This design comes from an exercise in tuning for small area and a short achievable clock period on the open sky130 flow, not from production work. Where RTL was checked, it was by simulation tests only, not by an equivalence proof against the original. No activity file was given, so power comes from the tool's default toggle rates.

blue:
==> module kernelRegs, before the edit <==
module kernelRegs (
    input  logic         clock,
    input  logic         rstN,
    input  logic         coefValid,
    input  logic [11:0]  coefWr,
    output logic [107:0] wenc,
    output logic [7:0]   bias
);
    logic        wrValid;
    logic [11:0] wr;
    logic [11:0] wrEnc;
    assign wrValid = coefValid;
    assign wr      = coefWr;
    always_comb begin
        for (int d = 0; d < 4; d++) begin
            logic b2, b1, b0;
            b2 = wr[2*d+1];
            b1 = wr[2*d];
            b0 = (d == 0) ? 1'b0 : wr[2*d-1];
            wrEnc[3*d]   = b1 ^ b0;
            wrEnc[3*d+1] = (b2 & ~b1 & ~b0) | (~b2 & b1 & b0);
            wrEnc[3*d+2] = b2 & ~(b1 & b0);
        end
    end
    always_ff @(posedge clock or negedge rstN) begin
        if (!rstN) begin
            bias <= '0;
            for (int i = 0; i < 9; i++) begin
                for (int d = 0; d < 4; d++) begin
                    wenc[12*i + 3*d]     <= 1'b0;
                    wenc[12*i + 3*d + 1] <= 1'b0;
                end
            end
        end else if (wrValid) begin
            for (int i = 0; i < 9; i++) begin
                if (wr[11:8] == 4'(i)) begin
                    for (int d = 0; d < 4; d++) begin
                        wenc[12*i + 3*d]     <= wrEnc[3*d];
                        wenc[12*i + 3*d + 1] <= wrEnc[3*d + 1];
                    end
                end
            end
            if (wr[11:8] == 4'd9) begin
                bias <= wr[7:0];
            end
        end
    end
    always_ff @(posedge clock) begin
        if (wrValid) begin
            for (int i = 0; i < 9; i++) begin
                if (wr[11:8] == 4'(i)) begin
                    for (int d = 0; d < 4; d++) begin
                        wenc[12*i + 3*d + 2] <= wrEnc[3*d + 2];
                    end
                end
            end
        end
    end
endmodule
==> module windowBuffer, before the edit <==
module windowBuffer (
    input  logic        clock,
    input  logic        rstN,
    input  logic        pixValid,
    input  logic [7:0]  pixData,
    output logic        winValid,
    output logic [71:0] pix
);
    logic [2:0] rowCnt;
    logic [2:0] colCnt;
    logic [7:0] shift [19];
    always_ff @(posedge clock or negedge rstN) begin
        if (!rstN) begin
            rowCnt   <= '0;
            colCnt   <= '0;
            winValid <= 1'b0;
        end else begin
            winValid <= pixValid && rowCnt >= 3'd2 && colCnt >= 3'd2;
            if (pixValid) begin
                colCnt <= colCnt + 1'b1;
                if (colCnt == 3'd7) begin
                    rowCnt <= rowCnt + 1'b1;
                end
            end
        end
    end
    logic shiftNext;
    always_ff @(posedge clock or negedge rstN) begin
        if (!rstN) begin
            shiftNext <= 1'b0;
        end else begin
            shiftNext <= pixValid;
        end
    end
    always_ff @(posedge clock) begin
        shift[0] <= pixData;
        if (shiftNext) begin
            for (int k = 1; k < 19; k++) begin
                shift[k] <= shift[k-1];
            end
        end
    end
    always_comb begin
        for (int kr = 0; kr < 3; kr++) begin
            for (int kc = 0; kc < 3; kc++) begin
                pix[8*(3*kr+kc) +: 8] = shift[8*(2-kr) + (2-kc)];
            end
        end
    end
endmodule
export LEC_CHECK = 0
export CAP_MARGIN = 20
export CORE_MARGIN = 2
export CORE_UTILIZATION = 65
export CTS_CLUSTER_DIAMETER = 80
export CTS_CLUSTER_SIZE = 20
export SETUP_SLACK_MARGIN = 4.0
export SLEW_MARGIN = 20
export SYNTH_HIERARCHICAL = 1
create_clock -name core_clock -period 6.5 [get_ports {clock}]
run.sh (not shown) runs the stock make flow with config.mk's settings and CLKGATE_MAP_FILE= SYNTH_SCRIPT=/design/flow/synth_recipe.tcl, a recipe that flattens the netlist after the stock synthesis.
Setup changes, blue to red
--- a/flow/design.v
+++ b/flow/design.v
@@ -51,14 +51,22 @@
     output logic [107:0] wenc,
     output logic [7:0]   bias
 );
     logic        wrValid;
     logic [11:0] wr;
     logic [11:0] wrEnc;
-    assign wrValid = coefValid;
-    assign wr      = coefWr;
+    always_ff @(posedge clock or negedge rstN) begin
+        if (!rstN) begin
+            wrValid <= 1'b0;
+        end else begin
+            wrValid <= coefValid;
+        end
+    end
+    always_ff @(posedge clock) begin
+        wr <= coefWr;
+    end
     always_comb begin
         for (int d = 0; d < 4; d++) begin
             logic b2, b1, b0;
             b2 = wr[2*d+1];
             b1 = wr[2*d];
             b0 = (d == 0) ? 1'b0 : wr[2*d-1];
@@ -126,23 +134,15 @@
                 if (colCnt == 3'd7) begin
                     rowCnt <= rowCnt + 1'b1;
                 end
             end
         end
     end
-    logic shiftNext;
-    always_ff @(posedge clock or negedge rstN) begin
-        if (!rstN) begin
-            shiftNext <= 1'b0;
-        end else begin
-            shiftNext <= pixValid;
-        end
-    end
     always_ff @(posedge clock) begin
-        shift[0] <= pixData;
-        if (shiftNext) begin
+        if (pixValid) begin
+            shift[0] <= pixData;
             for (int k = 1; k < 19; k++) begin
                 shift[k] <= shift[k-1];
             end
         end
     end
     always_comb begin
Lower combinational group share of total power goes to red over blue.
For blue, the category of the critical setup timing path was primary input to register, unlike red, where it was register to output pin.
red vs. blue: hold slack went up by 0.0049 ns.
Min final standard cell area without fillers across red and blue: blue
Going from blue to red, total number of vias moved down; number of logic stages on the critical path including buffering -3.
blue → red: overall power after layout picked up an extra 0.93%, total wirelength of the detailed-routed design lost 2.8%, net count of the mapped netlist picked up an extra 12.
Only the layout flow was run in blue; the RTL was not checked for function there.

Setup of tundra:
Another version of the RTL of convPoolLayer (not shown whole).
Size: ~2300 cells after synthesis, ~49 I/O pins, about 32000 um^2 of cells after synthesis.
clock: 6.5 ns
lec_check: 0
cap_margin: 20
core_margin: 2
core_utilization: 65
cts_cluster_diameter: 80
cts_cluster_size: 20
setup_slack_margin: 4.0
slew_margin: 20
synth_hierarchical: 1
tundra has completed all stages; timing, DRC and antenna checks passed.
Setup changes, tundra to pepper
--- a/flow/design.v
+++ b/flow/design.v
@@ -2467,25 +2467,24 @@
     logic [2:0] convRow;
     logic [2:0] convCol;
     logic signed [18:0] other;
     logic signed [18:0] pairQ [2];
     logic signed [18:0] value;
     logic               takeValue;
     logic signed [18:0] best;
     logic [3:0]         poolPos;
     assign value     = conv;
-    logic               greater;
     gtCompare uGreater (
-        .a  (value),
-        .b  (other),
-        .gt (greater)
+        .a     (value),
+        .b     (other),
+        .first (!convRow[0] && !convCol[0]),
+        .gt    (takeValue)
     );
-    assign takeValue = greater || (!convRow[0] && !convCol[0]);
     assign best      = takeValue ? value : other;
     always_ff @(posedge clock or negedge rstN) begin
         if (!rstN) begin
             convRow   <= '0;
             convCol   <= '0;
             poolValid <= 1'b0;
         end else begin
             poolValid <= convValid && convRow[0] && convCol[0];
             if (convValid) begin
@@ -2509,18 +2508,19 @@
             end
         end
         poolPos <= {convRow[2:1], convCol[2:1]};
     end
     assign poolOut = {pairQ[0][18], pairQ[0], poolPos};
 endmodule
 module gtCompare (
     input  logic [18:0] a,
     input  logic [18:0] b,
+    input  logic        first,
     output logic        gt
 );
     logic g0_0;
     logic e0_0;
     logic g0_1;
     logic e0_1;
     logic g0_2;
     logic e0_2;
     logic g0_3;
@@ -2589,20 +2589,18 @@
     logic e3_0;
     logic g3_1;
     logic e3_1;
     logic g3_2;
     logic e3_2;
     logic g4_0;
     logic e4_0;
     logic g4_1;
     logic e4_1;
-    logic g5_0;
-    logic e5_0;
     assign g0_0 = a[0] & ~b[0];
     assign e0_0 = ~(a[0] ^ b[0]);
     assign g0_1 = a[1] & ~b[1];
     assign e0_1 = ~(a[1] ^ b[1]);
     assign g0_2 = a[2] & ~b[2];
     assign e0_2 = ~(a[2] ^ b[2]);
     assign g0_3 = a[3] & ~b[3];
     assign e0_3 = ~(a[3] ^ b[3]);
     assign g0_4 = a[4] & ~b[4];
@@ -2652,20 +2650,19 @@
     gtNodeN uN2_3 (.gh(g1_7), .eh(e1_7), .gl(g1_6), .el(e1_6), .g(g2_3), .e(e2_3));
     gtNodeN uN2_4 (.gh(g1_9), .eh(e1_9), .gl(g1_8), .el(e1_8), .g(g2_4), .e(e2_4));
     gtNodeP uN3_0 (.gh(g2_1), .eh(e2_1), .gl(g2_0), .el(e2_0), .g(g3_0), .e(e3_0));
     gtNodeP uN3_1 (.gh(g2_3), .eh(e2_3), .gl(g2_2), .el(e2_2), .g(g3_1), .e(e3_1));
     assign g3_2 = ~g2_4;
     assign e3_2 = ~e2_4;
     gtNodeN uN4_0 (.gh(g3_1), .eh(e3_1), .gl(g3_0), .el(e3_0), .g(g4_0), .e(e4_0));
     assign g4_1 = ~g3_2;
     assign e4_1 = ~e3_2;
-    gtNodeP uN5_0 (.gh(g4_1), .eh(e4_1), .gl(g4_0), .el(e4_0), .g(g5_0), .e(e5_0));
-    assign gt = ~g5_0;
+    assign gt = first | g4_1 | (e4_1 & g4_0);
 endmodule
 module gtNodeP (
     input  logic gh,
     input  logic eh,
     input  logic gl,
     input  logic el,
     output logic g,
     output logic e
 );
Results
- Leakage power summed over all cells delta (pepper -> tundra): insignificant
- From tundra to pepper the numbers moved as follows: via count decreased 1.5%, number of antenna violations at the first check in global routing increased 2.
- Diff tundra -> pepper | total length of routed met2 wires | increase of about 0.75%
- Area after synthesis for pepper: 180 um^2 down relative to tundra
- Compared with tundra, in pepper net count after synthesis went down 44; effective utilization at floorplan went up 0.59 points; share of the cycle needed by the critical path after routing went up 0.73 points.
- Total detailed-routing wirelength: pepper lower than tundra
- Sequential share of layout area across tundra and pepper: no real change.
- tundra -> pepper: via count normalized by instance count flat
- pepper: core utilization 0.85 points above tundra
For pepper, only the layout was checked, not whether the RTL still works.

==> static timing again, ports no longer ideal <==
The results above use ideal ports. As a check the final layouts listed here were re-extracted and re-timed, cells and wires unchanged. Step 1, drivers: a clkbuf_16 drives clock and a buf_2 each remaining input, both assumed. Step 2 also shifts input and output timing later by t, the mid clock arrival at the registers, as if the neighbouring blocks saw the same clock. Slacks: ideal ports / drivers / drivers and shift; pairs: ideal ports / drivers.
run	t, ns	slack for setup (ns)	hold WS [ns]	clock arrival spread, ns	worst register clock-pin slew, ns
blue	0.636	3.949 / 3.939 / 3.348	0.332 / 0.332 / 0.332	0.040 / 0.040	0.09 / 0.09
red	0.639	4.018 / 3.957 / 3.508	0.336 / 0.336 / 0.336	0.020 / 0.019	0.09 / 0.09
tundra	0.643	3.982 / 3.948 / 3.569	0.332 / 0.332 / 0.332	0.026 / 0.026	0.09 / 0.09
pepper	0.627	3.935 / 3.935 / 3.542	0.332 / 0.332 / 0.332	0.032 / 0.032	0.09 / 0.09
After both steps setup and hold are still met in every run listed. For blue, which loses most, drivers alone change the setup slack by -0.010 ns; drivers and shift together by -0.601 ns.
